What follows belongs to an exercise in optimizing a design on an open flow for small area, a short achievable clock period and few clock cycles per item; a production flow would make more cautious choices. RTL that was checked went through simulation tests only; none was proved equivalent to the original. For runs 1, 2 and 6, only the layout was checked, not whether the RTL still works. Power is estimated from default activity; no workload was simulated.

==> design/flow/design.v <==
package ahb3_pkg;
  typedef logic [32-1:0] addr_t;
  typedef logic [32-1:0] word_t;
  typedef enum logic [1:0] {
    IDLE   = 2'b00,
    BUSY   = 2'b01,
    NONSEQ = 2'b10,
    SEQ    = 2'b11
  } htrans_e;
  typedef enum logic [2:0] {
    BYTE = 3'b000,
    HALF = 3'b001,
    WORD = 3'b010
  } hsize_e;
  typedef enum logic {
    OKAY  = 1'b0,
    ERROR = 1'b1
  } hresp_e;
  typedef enum logic [1:0] {
    ERR_IDLE,
    ERR_FIRST,
    ERR_SECOND
  } err_state_e;
  typedef struct packed {
    logic    hsel;
    addr_t   haddr;
    logic    hwrite;
    hsize_e  hsize;
    htrans_e htrans;
  } ahb3_req_t;
  typedef struct packed {
    word_t  hrdata;
    logic   hready;
    hresp_e hresp;
  } ahb3_rsp_t;
endpackage
package tile_map_pkg;
  typedef enum logic [1:0] {
    SLV_DM,
    SLV_BOOT,
    SLV_NONE
  } slave_e;
  function automatic ahb3_pkg::word_t boot_image(input logic [2:0] idx);
    case (idx)
      3'd0:    boot_image = 32'h0000_0093;   
      3'd1:    boot_image = 32'h0000_1137;   
      3'd2:    boot_image = 32'hff01_0113;   
      3'd3:    boot_image = 32'hf140_2573;   
      3'd4:    boot_image = 32'h0000_0293;   
      3'd5:    boot_image = 32'h0002_8067;   
      3'd6:    boot_image = 32'h1050_0073;   
      default: boot_image = 32'h0000_006f;   
    endcase
  endfunction
  function automatic slave_e slave_decode(input ahb3_pkg::addr_t addr);
    case (addr[32-1 -: 4])
      4'h0:   slave_decode = tile_map_pkg::SLV_DM;
      4'hf: slave_decode = tile_map_pkg::SLV_BOOT;
      default:          slave_decode = tile_map_pkg::SLV_NONE;
    endcase
  endfunction
endpackage
`timescale 1ns/1ps
module ahb3_interconnect (
  input  logic                clk,
  input  logic                arst_n_i,
  input  ahb3_pkg::ahb3_req_t m_req_i,
  output logic                accept_o,
  output logic                sel_dm_o,
  output logic                sel_boot_o,
  output logic                hready_o,
  output logic                hresp_o
);
  tile_map_pkg::slave_e addr_slv;
  logic                 err_req;
  logic                 err_first;
  assign addr_slv = tile_map_pkg::slave_decode(m_req_i.haddr);
  assign accept_o = hready_o && m_req_i.hsel && m_req_i.htrans[1];
  assign sel_dm_o   = (addr_slv == tile_map_pkg::SLV_DM);
  assign sel_boot_o = (addr_slv == tile_map_pkg::SLV_BOOT);
  assign err_req = accept_o && (addr_slv == tile_map_pkg::SLV_NONE ||
                                (addr_slv == tile_map_pkg::SLV_BOOT && m_req_i.hwrite));
  assign err_first = !hready_o;
  always_ff @(posedge clk or negedge arst_n_i) begin
    if (!arst_n_i) begin
      hready_o <= 1'b1;
      hresp_o  <= 1'b0;
    end else if (err_first) begin
      hready_o <= 1'b1;
      hresp_o  <= 1'b1;
    end else begin
      hready_o <= !err_req;
      hresp_o  <= err_req;
    end
  end
endmodule
`timescale 1ns/1ps
module ahb3_sram_sp (
  input  logic                clk,
  input  logic                arst_n_i,
  input  logic                wr_take_i,    
  input  ahb3_pkg::addr_t     haddr_i,
  input  ahb3_pkg::hsize_e    hsize_i,
  input  ahb3_pkg::word_t     hwdata_i,
  input  logic                ovr_i,
  input  ahb3_pkg::word_t     ovr_data_i,
  output ahb3_pkg::word_t     rdata_o
);
  localparam int unsigned LANES = 32 / 8;
  localparam int unsigned OFF_W = $clog2(LANES);
  localparam int unsigned WORDS = 1024 / LANES;
  localparam int unsigned IDX_W = $clog2(WORDS);
  logic [IDX_W-1:0] a_idx;
  logic [LANES-1:0] addr_be;
  logic [IDX_W-1:0] dp_idx;
  logic [LANES-1:0] dp_wbe;     
  logic             hit;
  logic [LANES-1:0] alt_sel;    
  ahb3_pkg::word_t  alt_data;
  logic [32-1:0][1:0] half_n;     
  logic [32-1:0][1:0] half_n_q;
  assign a_idx = haddr_i[IDX_W+OFF_W-1:OFF_W];
  always_comb begin
    case (hsize_i)
      ahb3_pkg::BYTE: addr_be = LANES'(1) << haddr_i[OFF_W-1:0];
      ahb3_pkg::HALF: addr_be = LANES'(3) << {haddr_i[OFF_W-1:1], 1'b0};
      ahb3_pkg::WORD: addr_be = '1;
      default:        addr_be = '0;
    endcase
  end
  always_ff @(posedge clk or negedge arst_n_i) begin
    if (!arst_n_i) begin
      dp_wbe <= '0;
    end else begin
      dp_wbe <= wr_take_i ? addr_be : '0;
    end
  end
  always_ff @(posedge clk) begin
    dp_idx <= a_idx;
  end
  for (genvar l = 0; l < LANES; l++) begin : g_lane
    ahb3_sram_lane #(.IDX_W(IDX_W)) u_lane (
      .clk      (clk),
      .we_i     (dp_wbe[l]),
      .wdata_i  (hwdata_i[8*l +: 8]),
      .a_idx_i  (a_idx),
      .alt_i    (alt_sel[l]),
      .alt_d_i  (alt_data[8*l +: 8]),
      .half_n_o (half_n[8*l +: 8])
    );
  end
  assign hit = (dp_idx == a_idx);
  always_comb begin
    for (int i = 0; i < LANES; i++) begin
      alt_sel[i]         = ovr_i || (hit && dp_wbe[i]);
      alt_data[8*i +: 8] = ovr_i ? ovr_data_i[8*i +: 8] : hwdata_i[8*i +: 8];
    end
  end
  always_ff @(posedge clk) begin
    half_n_q <= half_n;
  end
  always_comb begin
    for (int b = 0; b < 32; b++) begin
      rdata_o[b] = !(&half_n_q[b]);
    end
  end
endmodule
module ahb3_sram_lane #(
  parameter int unsigned IDX_W = 8
) (
  input  logic              clk,
  input  logic              we_i,        
  input  logic [7:0]        wdata_i,
  input  logic [IDX_W-1:0]  a_idx_i,     
  input  logic              alt_i,       
  input  logic [7:0]        alt_d_i,
  output logic [7:0][1:0]   half_n_o     
);
  localparam int unsigned COL_W = IDX_W / 2;
  localparam int unsigned ROW_W = IDX_W - COL_W;
  localparam int unsigned COLS  = 1 << COL_W;
  localparam int unsigned ROWS  = 1 << ROW_W;
  logic [IDX_W-1:0] dp_idx;    
  logic [COLS-1:0] a_col;      
  logic [ROWS-1:0] a_row;
  logic [COLS-1:0] dp_col_n;   
  logic [ROWS-1:0] dp_row_we_n;
  always_comb begin
    for (int c = 0; c < COLS; c++) a_col[c] = (a_idx_i[COL_W-1:0] == COL_W'(c));
    for (int r = 0; r < ROWS; r++) a_row[r] = (a_idx_i[IDX_W-1:COL_W] == ROW_W'(r));
    for (int c = 0; c < COLS; c++) dp_col_n[c] = (dp_idx[COL_W-1:0] != COL_W'(c));
    for (int r = 0; r < ROWS; r++) dp_row_we_n[r] = !(we_i && dp_idx[IDX_W-1:COL_W] == ROW_W'(r));
  end
  always_ff @(posedge clk) begin
    dp_idx <= a_idx_i;
  end
  logic [ROWS-1:0][7:0] none;
  for (genvar r = 0; r < ROWS; r++) begin : g_row
    ahb3_sram_row #(
      .COLS (COLS),
      .LANES(1)
    ) u_row (
      .clk        (clk),
      .lane_we_n_i(dp_row_we_n[r]),
      .col_we_n_i (dp_col_n),
      .wdata_i    (wdata_i),
      .col_i      (a_col),
      .row_i      (a_row[r]),
      .none_o     (none[r])
    );
  end
  for (genvar b = 0; b < 8; b++) begin : g_bit
    logic [ROWS-1:0] none_rows;
    for (genvar r = 0; r < ROWS; r++) begin : g_r
      assign none_rows[r] = none[r][b];
    end
    ahb3_sram_or_tree #(.N(ROWS)) u_tree (
      .none_i (none_rows),
      .alt_i  (alt_i),
      .alt_d_i(alt_d_i[b]),
      .half_n_o(half_n_o[b])
    );
  end
endmodule
module ahb3_sram_row #(
  parameter int unsigned COLS  = 16,
  parameter int unsigned LANES = 4
) (
  input  logic                 clk,
  input  logic [LANES-1:0]     lane_we_n_i,   
  input  logic [COLS-1:0]      col_we_n_i,    
  input  logic [8*LANES-1:0]   wdata_i,
  input  logic [COLS-1:0]      col_i,         
  input  logic                 row_i,         
  output logic [8*LANES-1:0]   none_o         
);
  logic [8*LANES-1:0] mem [COLS];
  for (genvar c = 0; c < COLS; c++) begin : g_col
    for (genvar l = 0; l < LANES; l++) begin : g_lane
      logic we;
      ahb3_sram_nor2 u_we (.a(lane_we_n_i[l]), .b(col_we_n_i[c]), .y(we));
      always_ff @(posedge clk) begin
        if (we) mem[c][8*l +: 8] <= wdata_i[8*l +: 8];
      end
    end
  end
  for (genvar b = 0; b < 8 * LANES; b++) begin : g_bit
    logic [1:0] half;
    for (genvar h = 0; h < 2; h++) begin : g_half
      logic [COLS/2-1:0] d;
      for (genvar c = 0; c < COLS / 2; c++) begin : g_c
        assign d[c] = mem[(COLS/2)*h + c][b];
      end
      ahb3_sram_sel8 u_half (.sel_i(col_i[(COLS/2)*h +: COLS/2]), .d_i(d), .y(half[h]));
    end
    ahb3_sram_o21ai u_row (.a1(half[0]), .a2(half[1]), .b1(row_i), .y(none_o[b]));
  end
endmodule
module ahb3_sram_or_tree #(
  parameter int unsigned N = 16
) (
  input  logic [N-1:0] none_i,
  input  logic         alt_i,
  input  logic         alt_d_i,
  output logic [1:0]   half_n_o
);
  logic [N/4-1:0] some;
  for (genvar q = 0; q < N / 4; q++) begin : g_quad
    ahb3_sram_nand4 u_quad (.a(none_i[4*q +: 4]), .y(some[q]));
  end
  assign half_n_o[0] = alt_i ? !alt_d_i : !(|some[N/8-1:0]);
  assign half_n_o[1] = alt_i ? !alt_d_i : !(|some[N/4-1:N/8]);
endmodule
module ahb3_sram_sel8 (
  input  logic [7:0] sel_i,
  input  logic [7:0] d_i,
  output logic       y
);
  logic [3:0] pair_n;
  for (genvar p = 0; p < 4; p++) begin : g_pair
    assign pair_n[p] = !((sel_i[2*p] & d_i[2*p]) | (sel_i[2*p+1] & d_i[2*p+1]));
  end
  assign y = !(&pair_n);
endmodule
module ahb3_sram_a22oi (
  input  logic a1, a2, b1, b2,
  output logic y
);
  assign y = !((a1 & a2) | (b1 & b2));
endmodule
module ahb3_sram_nand4 (
  input  logic [3:0] a,
  output logic       y
);
  assign y = !(&a);
endmodule
module ahb3_sram_o21ai (
  input  logic a1, a2, b1,
  output logic y
);
  assign y = !((a1 | a2) & b1);
endmodule
module ahb3_sram_nor2 (
  input  logic a, b,
  output logic y
);
  assign y = !(a | b);
endmodule
`timescale 1ns/1ps
module ahb3_bootrom (
  input  logic [$clog2(8)-1:0] idx_i,
  output ahb3_pkg::word_t                        rdata_o
);
  assign rdata_o = tile_map_pkg::boot_image(idx_i);
endmodule
`timescale 1ns/1ps
module ahb3_tile (
  input  logic                clk,
  input  logic                arst_n_i,
  input  logic                hsel_i,
  input  logic [31:0]         haddr_i,
  input  logic                hwrite_i,
  input  logic [2:0]          hsize_i,
  input  logic [1:0]          htrans_i,
  input  logic [31:0]         hwdata_i,
  output logic [31:0]         hrdata_o,
  output logic                hready_o,
  output logic                hresp_o
);
  ahb3_pkg::ahb3_req_t req_i;
  assign req_i.hsel   = hsel_i;
  assign req_i.haddr  = haddr_i;
  assign req_i.hwrite = hwrite_i;
  assign req_i.hsize  = ahb3_pkg::hsize_e'(hsize_i);
  assign req_i.htrans = ahb3_pkg::htrans_e'(htrans_i);
  logic            accept;
  logic            sel_dm;
  logic            sel_boot;
  ahb3_pkg::word_t rdata;
  ahb3_pkg::word_t boot_rdata;
  ahb3_interconnect u_bus (
    .clk       (clk),
    .arst_n_i  (arst_n_i),
    .m_req_i   (req_i),
    .accept_o  (accept),
    .sel_dm_o  (sel_dm),
    .sel_boot_o(sel_boot),
    .hready_o  (hready_o),
    .hresp_o   (hresp_o)
  );
  ahb3_sram_sp u_ram (
    .clk      (clk),
    .arst_n_i (arst_n_i),
    .wr_take_i(accept && sel_dm && hwrite_i),
    .haddr_i  (req_i.haddr),
    .hsize_i  (req_i.hsize),
    .hwdata_i (hwdata_i),
    .ovr_i    (sel_boot),
    .ovr_data_i(boot_rdata),
    .rdata_o  (rdata)
  );
  ahb3_bootrom u_bootrom (
    .idx_i  (haddr_i[4:2]),
    .rdata_o(boot_rdata)
  );
  assign hrdata_o = rdata;
endmodule
==> design/flow/flow/run.sh <==
#!/bin/bash
# The standard layout (standard.sh), with three changes:
#  - the port buffers are plain buffers instead of delay cells,
#  - repair may swap a cell for one of another footprint (so a slow buffer
#    can become a fast one),
#  - clock tree leaves drive larger clusters, and no dummy loads are added.
# Each ORFS step keeps its own log under orfs/logs/; make's output is in
# flow.log.
set -euo pipefail
bash standard.sh \
  BUFFER_PORTS_ARGS="-buffer_cell sky130_fd_sc_hd__buf_4" \
  MATCH_CELL_FOOTPRINT=0 \
  CTS_ARGS="-sink_clustering_enable -repair_clock_nets -dont_use_dummy_load -sink_clustering_size 22 -sink_clustering_max_diameter 60" \
  finish > flow.log 2>&1
==> design/flow/standard.sh <==
#!/bin/bash
# synth_recipe.tcl (not shown) runs the flow's synth.tcl, then flattens the netlist and writes it again
# the make line also repeats each setting of config.mk as NAME=value (left out here)
make -C /OpenROAD-flow-scripts/flow DESIGN_CONFIG=/design/flow/config.mk WORK_HOME=/design/flow/orfs CLKGATE_MAP_FILE= SYNTH_SCRIPT=/design/flow/synth_recipe.tcl "${@:-finish}"
==> design/flow/config.mk <==
export PLATFORM = sky130hd
export DESIGN_NAME = ahb3_tile
export DESIGN_NICKNAME = ahb3_tile
export VERILOG_FILES = /design/flow/design.v
export SDC_FILE = /design/flow/constraint.sdc
export NUM_CORES = 8
export LEC_CHECK = 0
export CAP_MARGIN = 20
export CORE_MARGIN = 2
export CORE_UTILIZATION = 75
export GPL_ROUTABILITY_DRIVEN = 0
export PLACE_DENSITY = 0.82
export SETUP_SLACK_MARGIN = 4.0
export SLEW_MARGIN = 20
export SYNTH_HIERARCHICAL = 1
export SYNTH_MEMORY_MAX_BITS = 16384
==> design/flow/constraint.sdc <==
create_clock -name core_clock -period 7.0 [get_ports {clk}]
set_input_delay 1.4000 -clock core_clock [delete_from_list [all_inputs] [get_ports {clk}]]
set_output_delay 1.4000 -clock core_clock [all_outputs]
set_load 0.01 [all_outputs]
==> impl_summary.txt, run 1 <==
----------------------------------------------------
[Clock network]
  Hold-fix buffers at CTS ... 0
  Number of levels in the clock H-tree ... 5
  Clock tree from TritonCTS ... yes
  Count of clock tree sinks ... 8302
  Clk pin slew, worst setup/hold paths ... 80 ps
  Root Driver ... clkbuf_16
  CTS max path bufs ... 4
  Cts bufs inserted ... 484
  Insertion delay to the later sink of the worst-skew pair ... 1060 ps

[Drt]
  Average detailed-routed wire length per instance ... 36.6 um
  Initial DRT Pass Iterations ... 10
  Total number of vias ... 175000
  Drc violations ... 0
  Total wirelength of the detailed-routed design ... 805000 um
  Vias per std cell ... 7.98
  DRT antenna net count ... 0
  DRC marker count from the first detailed-route iteration ... 35700

[Critical path]
  Worst reg2reg setup slack ... 3650 ps
  Number of cells traversed by the worst register-to-register path ... 4
  WP data arrival ... 4030 ps
  R2r startpoint ... u_ram.g_lane[1].u_lane.dp_idx[3]
  Endpoint of the worst register-to-register path ... u_ram.g_lane[1].u_lane.g_row[4].u_row.mem[8][4]
  Largest fanout on the critical path ... 9
  Crit start category ... flip-flop
  Setup CP Type ... reg2reg
  Worst endpoint required time ... 7680 ps
  Critical path capture point type ... flip-flop

[Timing]
  Post-route setup TNS ... 0 ps
  Number of endpoints failing setup at the final stage ... 0
  F_max ... 0.298 GHz
  Minimum clock period after layout ... 3350 ps
  Worst-Margin Slew ... 1250 ps
  RSZ-0062 raised after global routing ... true
  Final Slew Violations ... 0
  Endpoints failing hold ... 0
  Share of the clock period used by the worst path ... 47.9%
  Setup WS post-layout ... 3650 ps
  Worst-case clock skew ... 86.0 ps
  Relative slew margins ... 17.0%

[Power]
  Power per cell area ... 261 mW/mm2
  Internal portion of total power ... 0.0676 W
  Relative contribution of sequential cells to total power ... 64.4%
  Leakage power ... 95.1 nW
  Clock network power share ... 31.4%
  Max VDD drop ... 0.233 mV
  Sw Ratio ... 20.4%
  Design Power ... 0.0849 W
  Combinational power share ... 4.2%
  NetSw ... 0.0173 W

[Logic synthesis]
  Sequential area share after synthesis ... 83.8%
  Xor/xnor cell area share of the yosys netlist ... 0.0291%
  Post-synthesis sequential element count ... 8302
  Share of flip-flops with an asynchronous set or reset after synthesis ... 0.0723%
  Number of enable flip-flop cells after synthesis ... 8192
  Number of standard cells after synthesis ... 15700
  Most instantiated flip-flop cell in the synthesis netlist ... edfxtp_1
  Share of synthesized area spent on multiplexers ... 0.158%
  Syn Std Cell Area ... 0.296 mm2
  Largest family of logic cells by synthesized area ... compound AO/OA/AOI/OAI gates
  Warnings, synthesis ... 12
  Area fraction in and, or, nand and nor cells after synthesis ... 4.50%
  Synth Area in Compound Gates ... 11.4%
  Per-instance average area after synthesis ... 18.9 um2
  Post-Synth Adder-Cell Area ... 0%
  Unique cell type count in the Yosys netlist ... 48

[Die]
  Placeable core area ... 0.393 mm2
  Initial core utilization ... 75.4%
  Floorplan die area ... 0.400 mm2
  Vertical die dimension ... 633 um
  Number of top-level design ports ... 107
  Standard-cell row count ... 230
  Die width ... 633 um

[Final layout]
  Register area ... 0.248 mm2
  Count of nets after finishing ... 16800
  Share of cells above drive strength 1 ... 12.0%
  Area of combinational cells with multiple inputs ... 0.0515 mm2
  Layout fillers ... 16800
  P&R area growth vs syn ... 9.81%
  Final std cell area, no fill ... 0.325 mm2
  Final Util ... 82.8%

[Global route]
  GR Util met1 ... 52.8%
  Final global-route overflow total ... 0
  Wire length of the first global-routing pass ... 1110000 um
  Met2 Track Usage GR ... 60.0%
  Pin count of the biggest net entering global routing ... 201
  Number of global-route vias before repair ... 165000
  Layer carrying the most global-route usage ... met2
  Total routing resource utilization after global routing ... 38.5%
  Met3 usage in global routing ... 9.14%
  Initial antenna violation count ... 23

[Placed design]
  Quantity of I/O buffers inserted on ports ... 87
  Placed cell area ... 0.307 mm2
  HPWL after DPL ... 436000 um
  Worst slack at placement ... 1880 ps

[Hold path]
  Class of the tightest hold or removal check ... in2async

[Outcome]
  Run status ... no timing/DRC/antenna violations

[Job]
  Max-cap violations ... 0

----------------------------------------------------
-- flip-flops by register name, summed over array words and instances, names as in the netlist --
signal                               flops
u_bus.hresp_o                            1
u_ram.g_lane.u_lane.g_row.u_row.mem   8192
u_ram.dp_wbe                             4
u_ram.half_n_q                          64
u_ram.dp_idx                             8
u_ram.g_lane.u_lane.dp_idx              32
u_bus.hready_o                           1
-- how the worst max path moves through the flow --
stage                                           startpoint                                           endpoint  slack (ps)  cells after the start
after detailed placement                        haddr_i[5]                                 u_ram.half_n_q[17]        1880                     10
after floorplan                                 haddr_i[5]                                 u_ram.half_n_q[13]        1700                      6
after global routing                       u_ram.dp_wbe[1]    u_ram.g_lane[1].u_lane.g_row[4].u_row.mem[0][3]        3690                      3
after global placement                          haddr_i[5]                                 u_ram.half_n_q[27]        1950                     10
after CTS                 u_ram.g_lane[1].u_lane.dp_idx[1]  u_ram.g_lane[1].u_lane.g_row[11].u_row.mem[14][1]        3790                      3
final                     u_ram.g_lane[1].u_lane.dp_idx[3]    u_ram.g_lane[1].u_lane.g_row[4].u_row.mem[8][4]        3650                      4
-- final cells by class --
| type | count | share of cell area (%) |
|---|---|---|
| clock buffers | 484 | 3.72 |
| multi-input cells | 7374 | 15.8 |
| flip-flops and latches | 8302 | 76.3 |
| well taps | 5220 | 2.01 |
| diodes | 33 | 0.0254 |
| inverters | 14 | 0.0192 |
| repair buffers | 568 | 2.07 |
-- stage by stage --
stage	instances	hold WS [ps]
finish	22000	229
global route	22000	205
CTS	21800	186
detailed placement	21300	454
global placement	21200	437
floorplan	15700	452
-- layout by cell type, fill, tap and decap left out, types with 23 or more instances in the layout --
cell type  synthesis  routed
clkbuf_16          0     506
nor2_1          1114     615
mux2_4            29      29
buf_8              0      42
nor3_4             0      28
nand2b_1          65      42
nor2_4             1      52
nand2_2            4      23
nand2_4            0      41
dfxtp_4            0      32
nor2_2             0     461
o21ai_2            0      67
o21ai_1          512     445
buf_6             10      81
a22oi_2            0      89
dfxtp_1          104      58
a22oi_1         4096    4007
o31ai_1           68      47
nand4_1         1178    1178
buf_4             16     312
diode_2            0      33
edfxtp_1        8192    8192
nand2_1          104      44
buf_12             0      85
nor2b_1           28      27
-- power by group through the flow --
| stage | Combinational (W) | Clock, W | Sequential (W) |
|---|---|---|---|
| after floorplan | 0.00119 | 0 | 0.0557 |
| after global placement | 0.00296 | 0 | 0.0558 |
| after detailed placement | 0.00308 | 0 | 0.0558 |
| after CTS | 0.00326 | 0.0264 | 0.0547 |
| after global routing | 0.00362 | 0.0281 | 0.0547 |
| final | 0.00354 | 0.0267 | 0.0547 |
-- logic make-up (layout without fill, tap and decap cells) --
kind of cell,count (synthesis),after routing
AOI/OAI and AO/OA,4685,4685
xor gates and xnor gates,9,9
buffers and inverters,49,1066
DFF,8302,8302
muxes,32,32
other,2,41
and+or+nand+nor,2627,2640
-- per-module statistics from Yosys (local to each module, per instance), excerpt --
module / flip-flops and latches / cells inside / cell area (um2)
ahb3_bootrom: 0 / 40 / 287
ahb3_sram_nand4: 0 / 1 / 6.26
ahb3_sram_nor2: 0 / 1 / 3.75
ahb3_sram_o21ai: 0 / 1 / 5.00
ahb3_sram_sp: 76 / 176 / 2370
ahb3_tile: 0 / 1 / 6.26
-- cell usage after synthesis, types with 2 or more instances --
| library cell | number | share of area (%) |
|---|---|---|
| edfxtp_1 | 8192 | 83 |
| a22oi_1 | 4096 | 10 |
| nand4_1 | 1178 | 2.5 |
| nor2_1 | 1114 | 1.4 |
| o21ai_1 | 512 | 0.86 |
| dfxtp_1 | 104 | 0.70 |
| nand2_1 | 104 | 0.13 |
| o31ai_1 | 68 | 0.17 |
| nand2b_1 | 65 | 0.14 |
| nor3_1 | 48 | 0.081 |
| nand3_1 | 41 | 0.069 |
| mux2_4 | 29 | 0.15 |
| nor2b_1 | 28 | 0.059 |
| buf_4 | 16 | 0.041 |
| buf_6 | 10 | 0.038 |
| buf_2 | 9 | 0.015 |
| nor3b_1 | 9 | 0.023 |
| inv_1 | 8 | 0.010 |
| nor4_1 | 8 | 0.017 |
| or3_1 | 8 | 0.017 |
| xnor2_1 | 7 | 0.021 |
| dfrtp_1 | 5 | 0.042 |
| a21oi_1 | 4 | 0.0068 |
| inv_4 | 4 | 0.0084 |
| nand2_2 | 4 | 0.0084 |
| or4_1 | 4 | 0.010 |
| or4_4 | 4 | 0.015 |
| and2_1 | 3 | 0.0063 |
| mux2_1 | 3 | 0.011 |
| conb_1 | 2 | 0.0025 |
| o21ai_0 | 2 | 0.0034 |
-- per-layer routing --
| layer | part of all wire, % | routed length, um |
|---|---|---|
| met4 | 6.2 | 49600 |
| met5 | 0.0076 | 61 |
| met2 | 47 | 375000 |
| met1 | 32 | 257000 |
| met3 | 15 | 124000 |
-- what timing repair did --
| action | 4_1_cts | 5_1_grt |
|---|---|---|
| gates resized for setup | 596 | 504 |
| pin swaps | 93 | 92 |
| cloned | 20 | 26 |
| buffers inserted | 95 | 80 |
| endpoints found under the setup margin | 3124 | 3915 |
-- critical path, stage by stage, from the launching register on --
cell and delay [ps]:
dfxtp_1 580, nor2b_1 490, nand2_1 680, buf_4 510
nor2_1 720
==> inputs of run 2 (changes only) <==
--- a/design/flow/design.v
+++ b/design/flow/design.v
@@ -142,5 +142,5 @@
     ahb3_sram_lane #(.IDX_W(IDX_W)) u_lane (
       .clk      (clk),
-      .we_i     (dp_wbe[l]),
+      .we_i     (wr_take_i && addr_be[l]),
       .wdata_i  (hwdata_i[8*l +: 8]),
       .a_idx_i  (a_idx),
@@ -181,5 +181,4 @@
   localparam int unsigned COLS  = 1 << COL_W;
   localparam int unsigned ROWS  = 1 << ROW_W;
-  logic [IDX_W-1:0] dp_idx;    
   logic [COLS-1:0] a_col;      
   logic [ROWS-1:0] a_row;
@@ -189,9 +188,8 @@
     for (int c = 0; c < COLS; c++) a_col[c] = (a_idx_i[COL_W-1:0] == COL_W'(c));
     for (int r = 0; r < ROWS; r++) a_row[r] = (a_idx_i[IDX_W-1:COL_W] == ROW_W'(r));
-    for (int c = 0; c < COLS; c++) dp_col_n[c] = (dp_idx[COL_W-1:0] != COL_W'(c));
-    for (int r = 0; r < ROWS; r++) dp_row_we_n[r] = !(we_i && dp_idx[IDX_W-1:COL_W] == ROW_W'(r));
   end
   always_ff @(posedge clk) begin
-    dp_idx <= a_idx_i;
+    dp_col_n    <= ~a_col;
+    dp_row_we_n <= ~({ROWS{we_i}} & a_row);
   end
   logic [ROWS-1:0][7:0] none;
==> run 2 against run 1 <==
Still clean on timing, DRC and antenna. Combinational power about the same. Clock power increased by 5%. Total power increased by 2.4%. Critical endpoint is now u_ram.half_n_q[47].
==> impl_summary.txt, run 2 <==
----------------------------------------------------
[Clock network]
  Root Driver ... clkbuf_16
  Insertion delay to the later sink of the worst-skew pair ... 1110 ps
  Cts bufs inserted ... 518
  CTS max path bufs ... 4
  Number of levels in the clock H-tree ... 6
  Hold-fix buffers at CTS ... 0
  Clock tree from TritonCTS ... yes
  Clk pin slew, worst setup/hold paths ... 80 ps
  Count of clock tree sinks ... 8398

[Timing]
  Worst-case clock skew ... 85.5 ps
  Post-route setup TNS ... 0 ps
  Final Slew Violations ... 0
  Number of endpoints failing setup at the final stage ... 0
  Minimum clock period after layout ... 3370 ps
  Worst-Margin Slew ... 1240 ps
  Relative slew margins ... 16.6%
  Share of the clock period used by the worst path ... 48.1%
  F_max ... 0.297 GHz
  Endpoints failing hold ... 0
  RSZ-0062 raised after global routing ... true

[Critical path]
  Worst endpoint required time ... 7990 ps
  Crit start category ... input port
  Top Family by Delay on Critical Path ... compound AO/OA/AOI/OAI gates
  CP cell instances ... buf_12 -> buf_16 -> nand2b_4 -> nor2_4 -> clkbuf_16 -> a22oi_1 -> nand4_1 -> o21ai_2 -> nand4_1 -> o31ai_1
  Largest fanout on the critical path ... 32
  Setup CP Type ... in2reg
  WP data arrival ... 4360 ps
  Delay of the slowest cell on the worst path ... 500 ps
  Most used cell along the critical path ... nand4_1
  Critical path's slowest cell ... nand4_1
  Critical path capture point type ... flip-flop
  Crit path buffers/inverters ... 3

[Final layout]
  Share of cells above drive strength 1 ... 9.87%
  P&R area growth vs syn ... 9.83%
  Register containing the most flip-flops in the final layout ... u_ram.g_lane.u_lane.g_row.u_row.mem
  Most common library cell in the layout ignoring fill and taps ... edfxtp_1
  Area of combinational cells with multiple inputs ... 0.0503 mm2
  Count of nets after finishing ... 16900
  Commonest cells after routing, fill and taps aside ... 8192 x edfxtp_1, 3970 x a22oi_1, 1158 x nand4_1
  Register area ... 0.250 mm2
  Final std cell area, no fill ... 0.328 mm2
  Layout fillers ... 17000
  Non-Filler Instances ... 22100
  Flip-flop count of the largest register, all copies and words added ... 8192

[Power]
  Max VDD drop ... 0.307 mV
  Power per cell area ... 265 mW/mm2
  Leakage power ... 96.6 nW

[Logic synthesis]
  Number of enable flip-flop cells after synthesis ... 8192
  Unique cell type count in the Yosys netlist ... 46
  Most instantiated flip-flop cell in the synthesis netlist ... edfxtp_1
  Synth Area in Compound Gates ... 11.4%
  Share of synthesized area spent on multiplexers ... 0.157%
  Share of flip-flops with an asynchronous set or reset after synthesis ... 0.0714%
  Warnings, synthesis ... 12
  Area fraction of the dominant cell type after synthesis ... 82.5%
  Synth area leaders ... edfxtp_1 82%, a22oi_1 10%, nand4_1 2.4%
  Dominant cell by count in the synthesized netlist ... edfxtp_1
  Post-synthesis sequential element count ... 8398
  Number of standard cells after synthesis ... 15800
  Top cell types by occurrence after synthesis ... 8192 x edfxtp_1, 4096 x a22oi_1, 1158 x nand4_1, 1110 x nor2_1, 512 x o21ai_1
  Syn Std Cell Area ... 0.298 mm2
  Per-instance average area after synthesis ... 18.9 um2
  Post-Synth Adder-Cell Area ... 0%
  Cell taking the most area after synthesis ... edfxtp_1
  Sequential area share after synthesis ... 83.8%
  Area fraction in and, or, nand and nor cells after synthesis ... 4.44%
  Largest family of logic cells by synthesized area ... compound AO/OA/AOI/OAI gates
  Xor/xnor cell area share of the yosys netlist ... 0.0289%

[Global route]
  Pin count of the biggest net entering global routing ... 196
  Final global-route overflow total ... 0
  Number of global-route vias before repair ... 167000
  Total routing resource utilization after global routing ... 39.6%
  Wire length of the first global-routing pass ... 1140000 um
  Initial antenna violation count ... 29

[Drt]
  Total wirelength of the detailed-routed design ... 837000 um
  DRC marker count from the first detailed-route iteration ... 38400
  Total number of vias ... 178000
  Average detailed-routed wire length per instance ... 37.8 um
  Drc violations ... 0
  DRT antenna net count ... 0
  Initial DRT Pass Iterations ... 20
  Vias per std cell ... 8.04

[Job]
  Max-cap violations ... 0

[Die]
  Standard-cell row count ... 231
  Number of top-level design ports ... 107
  Vertical die dimension ... 635 um
  Initial core utilization ... 75.3%
  Placeable core area ... 0.396 mm2
  Die width ... 635 um
  Floorplan die area ... 0.403 mm2

[Hold path]
  Class of the tightest hold or removal check ... in2async

[Placed design]
  HPWL after DPL ... 430000 um
  Placed cell area ... 0.309 mm2
  Placed instance count ... 21300
  Quantity of I/O buffers inserted on ports ... 87

[Outcome]
  Run status ... no timing/DRC/antenna violations

----------------------------------------------------
==> run 2: changes by cell type after synthesis, moves of 8 or more <==
cell / delta
nor2b_1: -12
and3b_1: +8
and2b_1: +8
buf_4: +20
nand4_1: -20
or3_1: -8
dfxtp_1: +96
nand2_1: +28
nor3b_1: -8
==> run 2: power breakdown <==
| part | total, W | switching, W | internal [W] |
|---|---|---|---|
| Combinational | 0.00356 | 0.00264 | 0.000918 |
| Sequential | 0.0554 | 0.000217 | 0.0551 |
| Clock | 0.0280 | 0.0149 | 0.0131 |
==> run 2: area by class of cell <==
cell class	instances	area share, %
sequential	8398	76.4
multi-input combinational	7366	15.3
clock buffer	518	3.96
timing repair buffer	555	2.23
tap	5242	2.00
inverter	18	0.0412
antenna	49	0.0374
==> run 2: through the flow <==
stage / total power (W) / hold slack, ps / utilization, % / setup WS (ps)
2_1_floorplan: 0.0575 / 452 / - / 1490
3_3_place_gp: 0.0593 / 437 / 78.0 / 1620
3_5_place_dp: 0.0594 / 438 / 78.0 / 1540
4_1_cts: 0.0863 / 143 / 82.0 / 3870
5_1_grt: 0.0884 / 154 / 82.7 / 3850
6_report: 0.0870 / 162 / 82.8 / 3630
==> run 2: metal layers <==
| layer | wire length [um] | up-vias | track usage [%] |
|---|---|---|---|
| met3 | 132000 | 3196 | 9.90 |
| li1 | - | 69500 | - |
| met4 | 57600 | 18 | 21.3 |
| met1 | 265000 | 87200 | 54.4 |
| met5 | 105 | - | 0 |
| met2 | 382000 | 18100 | 59.7 |
==> run 2: cells by family after synthesis <==
family	count (synthesis)
simple gates	2615
other cells	2
flops	8398
compound gates	4685
mux	32
xor+xnor	9
buf+inv	73
==> run 2: path summary, 6_finish.rpt <==
check | start | to | cells after the start | slack [ps]
setup / recovery | haddr_i[4] | u_ram.half_n_q[47] | 10 | 3630
hold / removal | arst_n_i | u_ram.dp_wbe[1] | 1 | 160
setup reg to reg | u_bus.hready_o | u_ram.g_lane[1].u_lane.dp_row_we_n[2] | 9 | 4010
hold reg to reg | u_bus.hready_o | u_bus.hresp_o | 2 | 570
max in group asynchronous | arst_n_i | u_bus.hready_o | 1 | 6520
min in group core_clock | haddr_i[2] | u_ram.g_lane[0].u_lane.dp_col_n[3] | 2 | 560
==> run 2: modules after synthesis (local to each module, per instance), a selection <==
module,area (um2),times used
ahb3_tile,6.26,1
ahb3_sram_sp,2370,1
ahb3_bootrom,287,1
ahb3_sram_nor2,3.75,1024
ahb3_sram_sel8,36.3,1024
ahb3_interconnect,100,1
ahb3_sram_nand4,6.26,128
ahb3_sram_o21ai,5.00,512
==> run 2: timing repair <==
action | 4_1_cts | 5_1_grt
gates cloned | 45 | 42
endpoints found under the setup margin | 163 | 97
buffers inserted | 88 | 73
resized for setup | 419 | 318
pin swaps | 128 | 182
==> inputs of run 3 (changes only) <==
--- a/design/flow/design.v
+++ b/design/flow/design.v
@@ -120,4 +120,6 @@
   logic [32-1:0][1:0] half_n;     
   logic [32-1:0][1:0] half_n_q;
+  ahb3_pkg::word_t  alt_n;      
+  ahb3_pkg::word_t  alt_n_q;
   assign a_idx = haddr_i[IDX_W+OFF_W-1:OFF_W];
   always_comb begin
@@ -146,5 +148,4 @@
       .a_idx_i  (a_idx),
       .alt_i    (alt_sel[l]),
-      .alt_d_i  (alt_data[8*l +: 8]),
       .half_n_o (half_n[8*l +: 8])
     );
@@ -155,12 +156,14 @@
       alt_sel[i]         = ovr_i || (hit && dp_wbe[i]);
       alt_data[8*i +: 8] = ovr_i ? ovr_data_i[8*i +: 8] : hwdata_i[8*i +: 8];
+      alt_n[8*i +: 8]    = ~({8{alt_sel[i]}} & alt_data[8*i +: 8]);
     end
   end
   always_ff @(posedge clk) begin
     half_n_q <= half_n;
+    alt_n_q  <= alt_n;
   end
   always_comb begin
     for (int b = 0; b < 32; b++) begin
-      rdata_o[b] = !(&half_n_q[b]);
+      rdata_o[b] = !(alt_n_q[b] && half_n_q[b][0] && half_n_q[b][1]);
     end
   end
@@ -174,5 +177,4 @@
   input  logic [IDX_W-1:0]  a_idx_i,     
   input  logic              alt_i,       
-  input  logic [7:0]        alt_d_i,
   output logic [7:0][1:0]   half_n_o     
 );
@@ -216,5 +218,4 @@
       .none_i (none_rows),
       .alt_i  (alt_i),
-      .alt_d_i(alt_d_i[b]),
       .half_n_o(half_n_o[b])
     );
@@ -260,5 +261,4 @@
   input  logic [N-1:0] none_i,
   input  logic         alt_i,
-  input  logic         alt_d_i,
   output logic [1:0]   half_n_o
 );
@@ -267,6 +267,6 @@
     ahb3_sram_nand4 u_quad (.a(none_i[4*q +: 4]), .y(some[q]));
   end
-  assign half_n_o[0] = alt_i ? !alt_d_i : !(|some[N/8-1:0]);
-  assign half_n_o[1] = alt_i ? !alt_d_i : !(|some[N/4-1:N/8]);
+  assign half_n_o[0] = alt_i || !(|some[N/8-1:0]);
+  assign half_n_o[1] = alt_i || !(|some[N/4-1:N/8]);
 endmodule
 module ahb3_sram_sel8 (
--- a/design/flow/config.mk
+++ b/design/flow/config.mk
@@ -8,7 +8,7 @@
 export CAP_MARGIN = 20
 export CORE_MARGIN = 2
-export CORE_UTILIZATION = 75
+export CORE_UTILIZATION = 80
 export GPL_ROUTABILITY_DRIVEN = 0
-export PLACE_DENSITY = 0.82
+export PLACE_DENSITY = 0.86
 export SETUP_SLACK_MARGIN = 4.0
 export SLEW_MARGIN = 20
==> run 3 against run 2 <==
Critical path depth rose by 1. Utilization rose by 4.5 points. Total power is 0.73% lower. Clock skew fell by 4.6 ps. Non-clock buffer count decreased by 84. Clock power shrank 2%. Hold slack gained 140 ps. Via count up 3.7%. Critical path type unchanged. Largest power group unchanged.
==> impl_summary.txt, run 3 <==
----------------------------------------------------
[Outcome]
  Run status ... no timing/DRC/antenna violations

[Drt]
  DRT antenna net count ... 0
  Drc violations ... 0
  Total wirelength of the detailed-routed design ... 861000 um
  Average detailed-routed wire length per instance ... 39.5 um
  DRC marker count from the first detailed-route iteration ... 44100
  Total number of vias ... 185000
  Initial DRT Pass Iterations ... 12
  Vias per std cell ... 8.48

[Placed design]
  Quantity of I/O buffers inserted on ports ... 87
  HPWL after DPL ... 437000 um
  Worst slack at placement ... 1540 ps

[Final layout]
  Flip-flop count of the largest register, all copies and words added ... 8192
  Share of cells above drive strength 1 ... 8.26%
  Layout fillers ... 13300
  Count of nets after finishing ... 16800
  Most common library cell in the layout ignoring fill and taps ... edfxtp_1
  P&R area growth vs syn ... 8.64%
  Register area ... 0.251 mm2
  Commonest cells after routing, fill and taps aside ... 8192 x edfxtp_1, 4063 x a22oi_1, 1157 x nand4_1
  Area of combinational cells with multiple inputs ... 0.0496 mm2
  Register containing the most flip-flops in the final layout ... u_ram.g_lane.u_lane.g_row.u_row.mem

[Die]
  Standard-cell row count ... 224
  Initial core utilization ... 80.3%
  Number of top-level design ports ... 107
  Vertical die dimension ... 615 um
  Placeable core area ... 0.372 mm2
  Die width ... 615 um
  Floorplan die area ... 0.378 mm2

[Critical path]
  Capturing element of the worst setup path ... u_ram.half_n_q[34]
  Endpoint of the worst register-to-register path ... u_ram.g_lane[0].u_lane.dp_row_we_n[3]
  Setup crit start ... haddr_i[4]
  R2r startpoint ... u_bus.hready_o
  Crit start category ... input port
  Critical path capture point type ... flip-flop
  CP cell instances ... buf_16 -> buf_16 -> nand2b_4 -> nor3_4 -> buf_12 -> clkbuf_16 -> a22oi_1 -> nand4_1 -> o21ai_1 -> nand4_1 -> o21bai_1
  WP data arrival ... 4620 ps
  Worst reg2reg setup slack ... 4180 ps
  Top Family by Delay on Critical Path ... compound AO/OA/AOI/OAI gates
  Crit path buffers/inverters ... 4
  Largest fanout on the critical path ... 32
  Critical path's slowest cell ... o21ai_1
  Delay of the slowest cell on the worst path ... 860 ps
  Number of logic stages on the critical path including buffering ... 11
  Number of cells traversed by the worst register-to-register path ... 8
  Worst endpoint required time ... 7950 ps
  Setup CP Type ... in2reg

[Job]
  Max-cap violations ... 0

[Timing]
  Worst-Margin Slew ... 1360 ps
  Setup WS post-layout ... 3330 ps
  Worst-case clock skew ... 80.9 ps
  F_max ... 0.272 GHz
  RSZ-0062 raised after global routing ... true
  Endpoints failing hold ... 0
  Share of the clock period used by the worst path ... 52.5%
  Minimum clock period after layout ... 3670 ps
  Post-route setup TNS ... 0 ps
  Relative slew margins ... 8.88%
  Number of endpoints failing setup at the final stage ... 0
  Final Slew Violations ... 0
  Hold_ws ... 299 ps

[Logic synthesis]
  Unique cell type count in the Yosys netlist ... 47
  Area fraction of the dominant cell type after synthesis ... 82.3%
  Share of flip-flops with an asynchronous set or reset after synthesis ... 0.0712%
  Warnings, synthesis ... 12
  Dominant cell by count in the synthesized netlist ... edfxtp_1
  Sequential area share after synthesis ... 83.9%
  Post-synthesis sequential element count ... 8430
  Number of standard cells after synthesis ... 15900
  Cell taking the most area after synthesis ... edfxtp_1
  Synth area leaders ... edfxtp_1 82%, a22oi_1 10%, nand4_1 2.4%
  Top cell types by occurrence after synthesis ... 8192 x edfxtp_1, 4126 x a22oi_1, 1157 x nand4_1, 1110 x nor2_1, 512 x o21ai_1
  Syn Std Cell Area ... 0.299 mm2
  Per-instance average area after synthesis ... 18.9 um2
  Number of enable flip-flop cells after synthesis ... 8192
  Most instantiated flip-flop cell in the synthesis netlist ... edfxtp_1

[Global route]
  Number of global-route vias before repair ... 174000
  Wire length of the first global-routing pass ... 1190000 um
  Pin count of the biggest net entering global routing ... 175
  Final global-route overflow total ... 0
  Total routing resource utilization after global routing ... 43.9%
  Initial antenna violation count ... 39

[Clock network]
  Number of levels in the clock H-tree ... 5
  Insertion delay to the later sink of the worst-skew pair ... 1060 ps
  Hold-fix buffers at CTS ... 0
  Clk pin slew, worst setup/hold paths ... 80 ps
  Count of clock tree sinks ... 8430
  Root Driver ... clkbuf_16
  Clock tree from TritonCTS ... yes
  Cts bufs inserted ... 483
  CTS max path bufs ... 4

[Power]
  Max VDD drop ... 0.289 mV
  Power per cell area ... 266 mW/mm2
  Design Power ... 0.0863 W
  Leakage power ... 95.7 nW

[Hold path]
  Class of the tightest hold or removal check ... in2async

----------------------------------------------------
run 3: worst min path at each step:
stage,to,slack [ps],cells after the start
4_1_cts,u_bus.hresp_o,250,1
6_report,u_bus.hresp_o,300,1
3_3_place_gp,u_bus.hresp_o,440,1
5_1_grt,u_bus.hresp_o,280,1
3_5_place_dp,u_bus.hresp_o,440,1
2_1_floorplan,u_bus.hresp_o,450,1
run 3: cell type report:
class,instances,share of cell area (%)
well taps,4972,1.92
diodes,47,0.0362
clock buffers,483,3.72
multi-input cells,7365,15.3
flip-flops and latches,8430,77.3
repair inverters,1,0.00270
repair buffers,471,1.70
inverters,13,0.0331
run 3: cell families after synthesis:
group | synth area share [%]
XOR/XNOR | 0.0264
flip-flops | 83.9
AND/OR/NAND/NOR | 4.46
AO/OA/AOI/OAI | 11.4
buffers and inverters | 0.167
other | 0.00251
run 3: through the flow:
step / instances / utilization, % / instance area (um2)
final: 21800 / 87.2 / 325000
after detailed placement: 21100 / 82.9 / 309000
after global placement: 21100 / 82.9 / 309000
after global routing: 21700 / 87.2 / 325000
after floorplan: 15900 / - / 299000
after CTS: 21700 / 86.8 / 323000
run 3: timing repair:
item,4_1_cts,5_1_grt
pin swaps,67,63
gates cloned,25,13
endpoints found under the setup margin,113,105
resized for setup,418,168
buffers inserted,64,30
run 3: Yosys stat by module, one instance, submodules excluded, excerpt:
| module | cell area, um2 | cells inside | flip-flops and latches |
|---|---|---|---|
| ahb3_sram_nor2 | 3.75 | 1 | 0 |
| ahb3_interconnect | 100 | 9 | 2 |
| ahb3_sram_o21ai | 5.00 | 1 | 0 |
| ahb3_sram_sp | 3080 | 246 | 108 |
| ahb3_sram_sel8 | 36.3 | 5 | 0 |
| ahb3_bootrom | 287 | 40 | 0 |
| ahb3_tile | 6.26 | 1 | 0 |
run 3: power breakdown:
part	internal (W)	total (W)	leakage [nW]	switching, W
combinational	0.000834	0.00356	14.2	0.00273
clock	0.0122	0.0273	5.95	0.0151
sequential	0.0553	0.0555	75.5	0.000159
run 3: routing by layer:
layer	global-route usage, %	part of all wire [%]	vias to the layer above
met5	0	0.061	-
met4	24.8	7.8	36
met3	12.3	17	4479
met1	58.3	29	88300
li1	-	-	69300
met2	67.1	46	22400
Testbench counts of run 3, summed over its fixed seeds: cycles 26,056, transfers 26,048.
==> inputs of run 4 (changes only) <==
--- a/design/flow/config.mk
+++ b/design/flow/config.mk
@@ -8,7 +8,7 @@
 export CAP_MARGIN = 20
 export CORE_MARGIN = 2
-export CORE_UTILIZATION = 80
+export CORE_UTILIZATION = 75
 export GPL_ROUTABILITY_DRIVEN = 0
-export PLACE_DENSITY = 0.86
+export PLACE_DENSITY = 0.82
 export SETUP_SLACK_MARGIN = 4.0
 export SLEW_MARGIN = 20
==> run 4 against run 3 <==
Clock skew shrank 8.1 ps. First-iteration DRC count shrank 25%. Die area grew 6.6%. Hold slack gained 68 ps. Critical path type is now reg2out. Routed wire length shrank 8.8%. Clock power shrank 2%. Fmax grew 16%. Largest cell class unchanged. Final area is essentially flat. Sequential share of layout area is essentially flat. Clock-buffer cell count grew 2. Highest routed layer unchanged. Still clean.
==> impl_summary.txt, run 4 <==
----------------------------------------------------
[Timing]
  F_max ... 0.315 GHz
  Relative slew margins ... 17.2%
  Final Slew Violations ... 0
  Endpoints failing hold ... 0
  Hold_ws ... 367 ps
  Number of endpoints failing setup at the final stage ... 0
  Worst-Margin Slew ... 1240 ps
  Minimum clock period after layout ... 3180 ps
  Post-route setup TNS ... 0 ps
  RSZ-0062 raised after global routing ... true
  Share of the clock period used by the worst path ... 45.4%
  Setup WS post-layout ... 3820 ps
  Worst-case clock skew ... 72.7 ps

[Logic synthesis]
  Post-synthesis sequential element count ... 8430
  Cell taking the most area after synthesis ... edfxtp_1
  Top cell types by occurrence after synthesis ... 8192 x edfxtp_1, 4126 x a22oi_1, 1157 x nand4_1, 1110 x nor2_1, 512 x o21ai_1
  Syn Std Cell Area ... 0.299 mm2
  Sequential area share after synthesis ... 83.9%
  Unique cell type count in the Yosys netlist ... 47
  Number of standard cells after synthesis ... 15900
  Most instantiated flip-flop cell in the synthesis netlist ... edfxtp_1
  Area fraction of the dominant cell type after synthesis ... 82.3%
  Share of flip-flops with an asynchronous set or reset after synthesis ... 0.0712%
  Number of enable flip-flop cells after synthesis ... 8192
  Dominant cell by count in the synthesized netlist ... edfxtp_1
  Synth area leaders ... edfxtp_1 82%, a22oi_1 10%, nand4_1 2.4%
  Per-instance average area after synthesis ... 18.9 um2
  Warnings, synthesis ... 12

[Clock network]
  Insertion delay to the later sink of the worst-skew pair ... 1060 ps
  Clock tree from TritonCTS ... yes
  Count of clock tree sinks ... 8430
  Root Driver ... clkbuf_16
  Cts bufs inserted ... 485
  CTS max path bufs ... 4
  Number of levels in the clock H-tree ... 5
  Clk pin slew, worst setup/hold paths ... 90 ps
  Hold-fix buffers at CTS ... 0

[Drt]
  Average detailed-routed wire length per instance ... 35.7 um
  DRT antenna net count ... 0
  Initial DRT Pass Iterations ... 9
  Vias per std cell ... 7.84
  Total number of vias ... 172000
  Drc violations ... 0
  DRC marker count from the first detailed-route iteration ... 33100
  Total wirelength of the detailed-routed design ... 785000 um

[Die]
  Die width ... 635 um
  Number of top-level design ports ... 107
  Vertical die dimension ... 635 um
  Floorplan die area ... 0.404 mm2
  Placeable core area ... 0.396 mm2
  Initial core utilization ... 75.4%
  Standard-cell row count ... 231

[Critical path]
  WP data arrival ... 1780 ps
  Crit start category ... flip-flop
  Endpoint of the worst register-to-register path ... u_ram.g_lane[3].u_lane.dp_row_we_n[15]
  R2r startpoint ... u_bus.hready_o
  Worst reg2reg setup slack ... 4490 ps
  Critical path capture point type ... output port
  Largest fanout on the critical path ... 1
  Setup CP Type ... reg2out
  Number of cells traversed by the worst register-to-register path ... 8
  Worst endpoint required time ... 5600 ps

[Global route]
  Total routing resource utilization after global routing ... 37.9%
  Initial antenna violation count ... 19
  Final global-route overflow total ... 0
  Pin count of the biggest net entering global routing ... 177
  Wire length of the first global-routing pass ... 1110000 um
  Number of global-route vias before repair ... 165000

[Final layout]
  Final std cell area, no fill ... 0.325 mm2
  Count of nets after finishing ... 16800
  P&R area growth vs syn ... 8.67%
  Share of cells above drive strength 1 ... 7.91%
  Flip-flop count of the largest register, all copies and words added ... 8192
  Commonest cells after routing, fill and taps aside ... 8192 x edfxtp_1, 4097 x a22oi_1, 1157 x nand4_1
  Register containing the most flip-flops in the final layout ... u_ram.g_lane.u_lane.g_row.u_row.mem
  Most common library cell in the layout ignoring fill and taps ... edfxtp_1

[Power]
  Power per cell area ... 264 mW/mm2
  Leakage power ... 95.7 nW
  Max VDD drop ... 0.242 mV

[Outcome]
  Run status ... no timing/DRC/antenna violations

[Hold path]
  Class of the tightest hold or removal check ... in2async

[Placed design]
  Placed cell area ... 0.309 mm2
  Worst slack at placement ... 1820 ps
  HPWL after DPL ... 425000 um
  Quantity of I/O buffers inserted on ports ... 87

[Job]
  Max-cap violations ... 0

----------------------------------------------------
run 4: cell counts after synthesis:
No cell type changed its count.
run 4: logic make-up (layout without fill, tap and decap cells):
group | after synthesis | in the layout | share of synthesized area (%)
flip-flops | 8430 | 8430 | 83.9
AO/OA/AOI/OAI | 4717 | 4717 | 11.4
AND/OR/NAND/NOR | 2620 | 2630 | 4.46
XOR/XNOR | 9 | 9 | 0.0264
other | 2 | 21 | 0.00251
buffers and inverters | 74 | 957 | 0.167
run 4: Yosys stat by module (local to each module, per instance), excerpt:
| module | cells | flip-flops and latches |
|---|---|---|
| ahb3_sram_nand4 | 1 | 0 |
| ahb3_interconnect | 9 | 2 |
| ahb3_bootrom | 40 | 0 |
| ahb3_sram_o21ai | 1 | 0 |
| ahb3_sram_sp | 246 | 108 |
| ahb3_tile | 1 | 0 |
| ahb3_sram_sel8 | 5 | 0 |
| ahb3_sram_nor2 | 1 | 0 |
run 4: report_power, final:
part | switching [W] | internal, W
sequential | 0.000213 | 0.0553
combinational | 0.00248 | 0.000830
clock | 0.0146 | 0.0122
total | 0.0173 | 0.0683
run 4: timing repair:
item,in CTS,in global routing
setup endpoints to repair,120,97
buffers inserted,80,20
hold endpoints to repair,0,0
pin swaps,58,52
gates cloned,21,11
resized for setup,348,130
run 4: worst max-delay path: stages, from the launching register on:
cell,delay [ps]
dfxtp_4,410
nand3_4,140
buf_6,160
run 4: worst max-delay path by stage:
stage                            start                 end  depth (start not counted)
floorplan                   haddr_i[4]  u_ram.half_n_q[48]                          7
global placement            haddr_i[3]  u_ram.half_n_q[48]                         10
detailed placement          haddr_i[4]  u_ram.half_n_q[46]                         11
CTS                 u_ram.half_n_q[13]         hrdata_o[6]                          2
global route                haddr_i[5]  u_ram.half_n_q[38]                         11
finish              u_ram.half_n_q[13]         hrdata_o[6]                          2
run 4: area by class of cell:
cell class                 instances  area [um2]
antenna                           13        32.5
inverter                          13         116
multi-input combinational       7364       49200
clock buffer                     485       12100
timing repair buffer             459        5630
tap                             5242        6560
fill                           17500       71500
sequential                      8430      251000
run 4: metal layers:
layer | wire, um | GRT usage, % | vias to the layer above
met5 | 133 | 0 | -
met3 | 115000 | 8.93 | 2262
li1 | - | - | 69300
met2 | 368000 | 58.8 | 15700
met4 | 45800 | 17.5 | 14
met1 | 256000 | 52.3 | 85200
run 4: stage by stage:
step,std cells,utilization (%),total power [W]
6_report,22000,82.0,0.0856
5_1_grt,22000,81.9,0.0872
4_1_cts,22000,81.7,0.0853
3_5_place_dp,21400,78.0,0.0596
3_3_place_gp,21400,78.0,0.0595
2_1_floorplan,15900,-,0.0577
==> inputs of run 5 (changes only) <==
--- a/design/flow/config.mk
+++ b/design/flow/config.mk
@@ -11,5 +11,5 @@
 export GPL_ROUTABILITY_DRIVEN = 0
 export PLACE_DENSITY = 0.82
-export SETUP_SLACK_MARGIN = 4.0
+export SETUP_SLACK_MARGIN = 4.5
 export SLEW_MARGIN = 20
 export SYNTH_HIERARCHICAL = 1
==> run 5 against run 4 <==
Still clean. Final cell count grew 1.8%. Routed wire length increased by 19%. Fmax shrank 1.7%. Register-to-register slack about the same. Sequential power barely moved. Die area stayed put. Critical endpoint is now hrdata_o[5].
==> impl_summary.txt, run 5 <==
----------------------------------------------------
[Critical path]
  Setup CP Type ... reg2out
  Top Family by Delay on Critical Path ... flip-flops
  Crit path buffers/inverters ... 1
  Largest fanout on the critical path ... 1
  Critical path's slowest cell ... dfxtp_4
  Worst endpoint required time ... 5600 ps
  WP data arrival ... 1830 ps
  R2r startpoint ... u_ram.g_lane[3].u_lane.dp_col_n[6]
  Critical path capture point type ... output port
  Crit start category ... flip-flop
  CP cell instances ... nand3_4 -> buf_6
  Setup crit start ... u_ram.half_n_q[11]
  Delay of the slowest cell on the worst path ... 450 ps

[Logic synthesis]
  Unique cell type count in the Yosys netlist ... 47
  Warnings, synthesis ... 12
  Per-instance average area after synthesis ... 18.9 um2
  Area fraction of the dominant cell type after synthesis ... 82.3%
  Post-synthesis sequential element count ... 8430
  Largest family of logic cells by synthesized area ... compound AO/OA/AOI/OAI gates
  Sequential area share after synthesis ... 83.9%
  Post-Synth Adder-Cell Area ... 0%
  Number of enable flip-flop cells after synthesis ... 8192
  Share of flip-flops with an asynchronous set or reset after synthesis ... 0.0712%
  Dominant cell by count in the synthesized netlist ... edfxtp_1
  Synth Area in Compound Gates ... 11.4%
  Synth area leaders ... edfxtp_1 82%, a22oi_1 10%, nand4_1 2.4%
  Number of standard cells after synthesis ... 15900
  Share of synthesized area spent on multiplexers ... 0%
  Top cell types by occurrence after synthesis ... 8192 x edfxtp_1, 4126 x a22oi_1, 1157 x nand4_1, 1110 x nor2_1, 512 x o21ai_1
  Xor/xnor cell area share of the yosys netlist ... 0.0264%
  Most instantiated flip-flop cell in the synthesis netlist ... edfxtp_1
  Syn Std Cell Area ... 0.299 mm2
  Cell taking the most area after synthesis ... edfxtp_1
  Area fraction in and, or, nand and nor cells after synthesis ... 4.46%

[Die]
  Placeable core area ... 0.396 mm2
  Number of top-level design ports ... 107
  Initial core utilization ... 75.4%
  Standard-cell row count ... 231
  Floorplan die area ... 0.404 mm2
  Vertical die dimension ... 635 um
  Die width ... 635 um

[Global route]
  Number of global-route vias before repair ... 175000
  Final global-route overflow total ... 0
  Total routing resource utilization after global routing ... 43.4%
  Wire length of the first global-routing pass ... 1240000 um
  Initial antenna violation count ... 56
  Pin count of the biggest net entering global routing ... 177

[Power]
  Max VDD drop ... 0.240 mV
  Clock network power share ... 31.5%
  NetSw ... 0.0184 W
  Relative contribution of sequential cells to total power ... 63.9%
  Internal portion of total power ... 0.0686 W
  Power per cell area ... 260 mW/mm2
  Leakage power ... 99.0 nW
  Combinational power share ... 4.6%
  Sw Ratio ... 21.1%

[Clock network]
  Hold-fix buffers at CTS ... 0
  Number of levels in the clock H-tree ... 5
  CTS max path bufs ... 4
  Clk pin slew, worst setup/hold paths ... 100 ps
  Cts bufs inserted ... 485
  Clock tree from TritonCTS ... yes
  Insertion delay to the later sink of the worst-skew pair ... 1090 ps
  Root Driver ... clkbuf_16
  Count of clock tree sinks ... 8430

[Drt]
  Total number of vias ... 187000
  Total wirelength of the detailed-routed design ... 934000 um
  Drc violations ... 0
  DRT antenna net count ... 0
  DRC marker count from the first detailed-route iteration ... 43600
  Initial DRT Pass Iterations ... 14
  Average detailed-routed wire length per instance ... 41.7 um
  Vias per std cell ... 8.36

[Job]
  Max-cap violations ... 0

[Outcome]
  Run status ... no timing/DRC/antenna violations

[Final layout]
  Count of nets after finishing ... 17200
  Final Util ... 84.5%
  Most common library cell in the layout ignoring fill and taps ... edfxtp_1
  P&R area growth vs syn ... 12.0%
  Commonest cells after routing, fill and taps aside ... 8192 x edfxtp_1, 3681 x a22oi_1, 1157 x nand4_1
  Flip-flop count of the largest register, all copies and words added ... 8192
  Register containing the most flip-flops in the final layout ... u_ram.g_lane.u_lane.g_row.u_row.mem
  Share of cells above drive strength 1 ... 13.8%
  Final std cell area, no fill ... 0.335 mm2

[Timing]
  Worst-Margin Slew ... 1440 ps
  Final Slew Violations ... 0
  Relative slew margins ... 4.06%
  Share of the clock period used by the worst path ... 46.2%
  Post-route setup TNS ... 0 ps
  Number of endpoints failing setup at the final stage ... 0
  Worst-case clock skew ... 91.7 ps
  F_max ... 0.309 GHz
  Minimum clock period after layout ... 3230 ps
  RSZ-0062 raised after global routing ... true
  Endpoints failing hold ... 0

[Placed design]
  Quantity of I/O buffers inserted on ports ... 87
  HPWL after DPL ... 425000 um
  Placed cell area ... 0.309 mm2

[Hold path]
  Class of the tightest hold or removal check ... in2async

----------------------------------------------------
run 5: cell counts after synthesis:
No cell type changed its count.
run 5: area by class of cell:
type                       instances  area, um2
sequential                      8430     251000
fill                           15300      61400
multi-input combinational       7366      52600
timing repair buffer             810      12200
clock buffer                     485      12100
tap                             5242       6560
inverter                          13        144
antenna                           53        133
timing repair inverter            10        116
run 5: final timing paths:
kind | slack, ps | depth (start not counted) | to
max | 3770 | 2 | hrdata_o[5]
min | 350 | 1 | u_ram.dp_wbe[1]
max reg2reg | 4490 | 2 | u_ram.g_lane[3].u_lane.g_row[10].u_row.mem[6][0]
min reg2reg | 580 | 2 | u_bus.hresp_o
max in group asynchronous | 6190 | 1 | u_bus.hresp_o
min in group core_clock | 580 | 2 | u_bus.hresp_o
run 5: stage by stage:
stage	cells	hold slack [ps]	total power, W	setup slack (ps)
floorplan	15900	452	0.0577	1560
global placement	21400	435	0.0595	1830
detailed placement	21400	446	0.0596	1820
CTS	22200	304	0.0856	3830
global route	22400	336	0.0881	3790
finish	22400	354	0.0869	3770
run 5: worst reg2reg max path, stage by stage, from the launching register on:
cell,delay (ps)
dfxtp_1,810
buf_4,490
nor2_1,810
run 5: per-layer routing:
metal | vias to the layer above | wire, um | global-route usage [%]
met1 | 90000 | 270000 | 56.1
met3 | 5087 | 165000 | 13.7
li1 | 70100 | - | -
met5 | - | 672 | 0.0945
met4 | 48 | 86000 | 28.6
met2 | 22200 | 412000 | 64.5
run 5: modules after synthesis (local to each module, per instance), excerpt:
module             times used  area (um2)  flip-flops and latches  cells
ahb3_sram_nor2           1024        3.75                       0      1
ahb3_sram_sp                1        3080                     108    246
ahb3_interconnect           1         100                       2      9
ahb3_sram_nand4           128        6.26                       0      1
ahb3_sram_sel8           1024        36.3                       0      5
ahb3_sram_o21ai           512        5.00                       0      1
ahb3_tile                   1        6.26                       0      1
ahb3_bootrom                1         287                       0     40
run 5: cell families (layout without fill, tap and decap cells):
| logic type | count (synthesis) | in the layout |
|---|---|---|
| compound gates | 4717 | 4719 |
| buf+inv | 74 | 1318 |
| xor+xnor | 9 | 9 |
| simple gates | 2620 | 2630 |
| flops | 8430 | 8430 |
| other cells | 2 | 61 |
run 5: power groups by stage:
| stage | logic [W] | clock network [W] | registers, W |
|---|---|---|---|
| finish | 0.00401 | 0.0274 | 0.0555 |
| global route | 0.00402 | 0.0286 | 0.0555 |
| CTS | 0.00352 | 0.0266 | 0.0555 |
| detailed placement | 0.00296 | 0 | 0.0566 |
| global placement | 0.00285 | 0 | 0.0566 |
| floorplan | 0.00117 | 0 | 0.0565 |
run 5: repair_timing:
item                       4_1_cts  5_1_grt
setup endpoints to repair      134      306
gates resized for setup       1157      456
buffers inserted               193       91
gates cloned                   161       49
pin swaps                      456      508
==> inputs of run 6 (changes only) <==
--- a/design/flow/design.v
+++ b/design/flow/design.v
@@ -275,9 +275,16 @@
   output logic       y
 );
-  logic [3:0] pair_n;
-  for (genvar p = 0; p < 4; p++) begin : g_pair
-    assign pair_n[p] = !((sel_i[2*p] & d_i[2*p]) | (sel_i[2*p+1] & d_i[2*p+1]));
-  end
-  assign y = !(&pair_n);
+  logic [2:0] grp_n;
+  ahb3_sram_a222oi u_g0 (.s(sel_i[2:0]), .d(d_i[2:0]), .y(grp_n[0]));
+  ahb3_sram_a222oi u_g1 (.s(sel_i[5:3]), .d(d_i[5:3]), .y(grp_n[1]));
+  assign grp_n[2] = !((sel_i[6] & d_i[6]) | (sel_i[7] & d_i[7]));
+  assign y = !(&grp_n);
+endmodule
+module ahb3_sram_a222oi (
+  input  logic [2:0] s,
+  input  logic [2:0] d,
+  output logic       y
+);
+  assign y = !(|(s & d));
 endmodule
 module ahb3_sram_a22oi (
--- a/design/flow/config.mk
+++ b/design/flow/config.mk
@@ -11,5 +11,5 @@
 export GPL_ROUTABILITY_DRIVEN = 0
 export PLACE_DENSITY = 0.82
-export SETUP_SLACK_MARGIN = 4.5
+export SETUP_SLACK_MARGIN = 4.0
 export SLEW_MARGIN = 20
 export SYNTH_HIERARCHICAL = 1
==> run 6 against run 5 <==
Combinational power is 11% lower. Routed wire length is 12% lower. Fmax is 3.6% lower. Clock-buffer cell count is 34 higher. Final cell count is 5.8% lower. Register-to-register slack worse by 230 ps. Utilization is 2.0 points lower. Critical path depth is 10 higher. Clock power is 3% higher. Non-clock buffer count is 259 lower. Setup slack worse by 120 ps. Critical path type is now in2reg.
==> impl_summary.txt, run 6 <==
----------------------------------------------------
[Clock network]
  Cts bufs inserted ... 519
  Clk pin slew, worst setup/hold paths ... 80 ps
  Root Driver ... clkbuf_16
  Clock tree from TritonCTS ... yes
  Number of levels in the clock H-tree ... 6

[Timing]
  Worst-Margin Slew ... 1340 ps
  Worst-case clock skew ... 78.8 ps
  Post-route setup TNS ... 0 ps
  Number of endpoints failing setup at the final stage ... 0
  Share of the clock period used by the worst path ... 47.9%
  Endpoints failing hold ... 0
  Relative slew margins ... 10.7%

[Drt]
  Average detailed-routed wire length per instance ... 39.1 um
  DRC marker count from the first detailed-route iteration ... 47300
  DRT antenna net count ... 0

[Logic synthesis]
  Warnings, synthesis ... 12
  Post-synthesis sequential element count ... 8430
  Dominant cell by count in the synthesized netlist ... edfxtp_1
  Per-instance average area after synthesis ... 19.9 um2
  Number of standard cells after synthesis ... 14800
  Share of flip-flops with an asynchronous set or reset after synthesis ... 0.0712%
  Number of enable flip-flop cells after synthesis ... 8192

[Final layout]
  Flip-flop count of the largest register, all copies and words added ... 8192
  P&R area growth vs syn ... 9.60%
  Count of nets after finishing ... 15900
  Area of combinational cells with multiple inputs ... 0.0457 mm2
  Final std cell area, no fill ... 0.323 mm2
  Register area ... 0.251 mm2

[Power]
  Leakage power ... 98.0 nW
  Combinational power share ... 4.1%
  Clock network power share ... 32.3%
  Internal portion of total power ... 0.0694 W
  Design Power ... 0.0872 W
  Max VDD drop ... 0.317 mV
  Sw Ratio ... 20.4%
  Relative contribution of sequential cells to total power ... 63.6%

[Placed design]
  HPWL after DPL ... 418000 um
  Quantity of I/O buffers inserted on ports ... 87

[Die]
  Number of top-level design ports ... 107
  Standard-cell row count ... 230
  Floorplan die area ... 0.398 mm2

[Critical path]
  Delay of the slowest cell on the worst path ... 400 ps
  Worst endpoint required time ... 8000 ps
  Crit start category ... input port
  Critical path capture point type ... flip-flop
  WP data arrival ... 4360 ps

[Outcome]
  Run status ... no timing/DRC/antenna violations

[Global route]
  Initial antenna violation count ... 44

[Hold path]
  Class of the tightest hold or removal check ... in2async

----------------------------------------------------
## run 6: final cells by class
cell class                      instances  area share, %
Clock buffer                          519           4.02
Antenna cell                           29         0.0224
Tap cell                             5220           2.02
Sequential cell                      8430           77.6
Multi-Input combinational cell       6342           14.1
Timing Repair Buffer                  551           2.14
Inverter                               13         0.0371
## run 6: logic make-up (layout without fill, tap and decap cells)
group / count (synthesis) / in the layout / share of synthesized area [%]
compound gates: 3693 / 3693 / 10.7
xor+xnor: 9 / 9 / 0.0267
buf+inv: 74 / 1083 / 0.169
flops: 8430 / 8430 / 85.0
other cells: 2 / 37 / 0.00255
simple gates: 2620 / 2632 / 4.09
## run 6: Yosys stat by module, one instance, submodules excluded, excerpt
module / cell area, um2 / cells inside / flops+latches
ahb3_sram_sp: 3080 / 246 / 108
ahb3_bootrom: 287 / 40 / 0
ahb3_interconnect: 100 / 9 / 2
ahb3_sram_sel8: 12.5 / 2 / 0
ahb3_tile: 6.26 / 1 / 0
ahb3_sram_nand4: 6.26 / 1 / 0
## run 6: final timing paths
path,cells after the start,endpoint,slack (ps),startpoint
worst max-delay path,12,u_ram.half_n_q[29],3650,haddr_i[3]
worst min-delay path,1,u_ram.dp_wbe[1],320,arst_n_i
worst max register to register,8,u_ram.g_lane[2].u_lane.dp_row_we_n[3],4260,u_bus.hready_o
worst min register to register,2,u_bus.hresp_o,590,u_bus.hready_o
max in group asynchronous,1,u_ram.dp_wbe[2],6240,arst_n_i
min in group core_clock,1,u_ram.dp_idx[3],560,haddr_i[5]
## run 6: metal layers
metal	up-vias	GRT usage [%]	wire (um)	share of wire (%)
met5	-	0	314	0.038
met4	38	19.2	54400	6.6
met3	3141	10.1	142000	17
met2	19600	58.9	376000	46
met1	85400	53.8	251000	30
li1	67500	-	-	-
## run 6: power groups by stage
stage	Sequential (W)	Clock, W	Combinational (W)
final	0.0555	0.0281	0.00357
after CTS	0.0555	0.0278	0.00322
after global placement	0.0566	0	0.00291
after global routing	0.0555	0.0295	0.00362
after floorplan	0.0565	0	0.00119
after detailed placement	0.0566	0	0.00302
## run 6: per-stage QoR
stage                     utilization, %  std cells
final                               82.5      21100
after global routing                82.5      21100
after CTS                           81.8      21000
after detailed placement            77.9      20300
after global placement              77.9      20300
after floorplan                        -      14800
## run 6: worst max-delay path: cells and delay by family
family | cells | cell delay (ps)
buffers and inverters | 5 | 810
AOI/OAI and AO/OA | 3 | 1040
and+or+nand+nor | 4 | 760
## run 6: timing repair
| action | in CTS | in global routing |
|---|---|---|
| pin swaps | 136 | 226 |
| endpoints found under the setup margin | 101 | 100 |
| gates resized for setup | 411 | 234 |
| cloned | 27 | 45 |
| setup buffers | 62 | 76 |

Check on run 6: ideal ports give 3.647 ns setup slack; a clkbuf_16 on the clock port and buf_2 on the inputs give 3.442 ns; moving port delays by the midpoint clock arrival (1.179 ns) as well gives 2.263 ns.
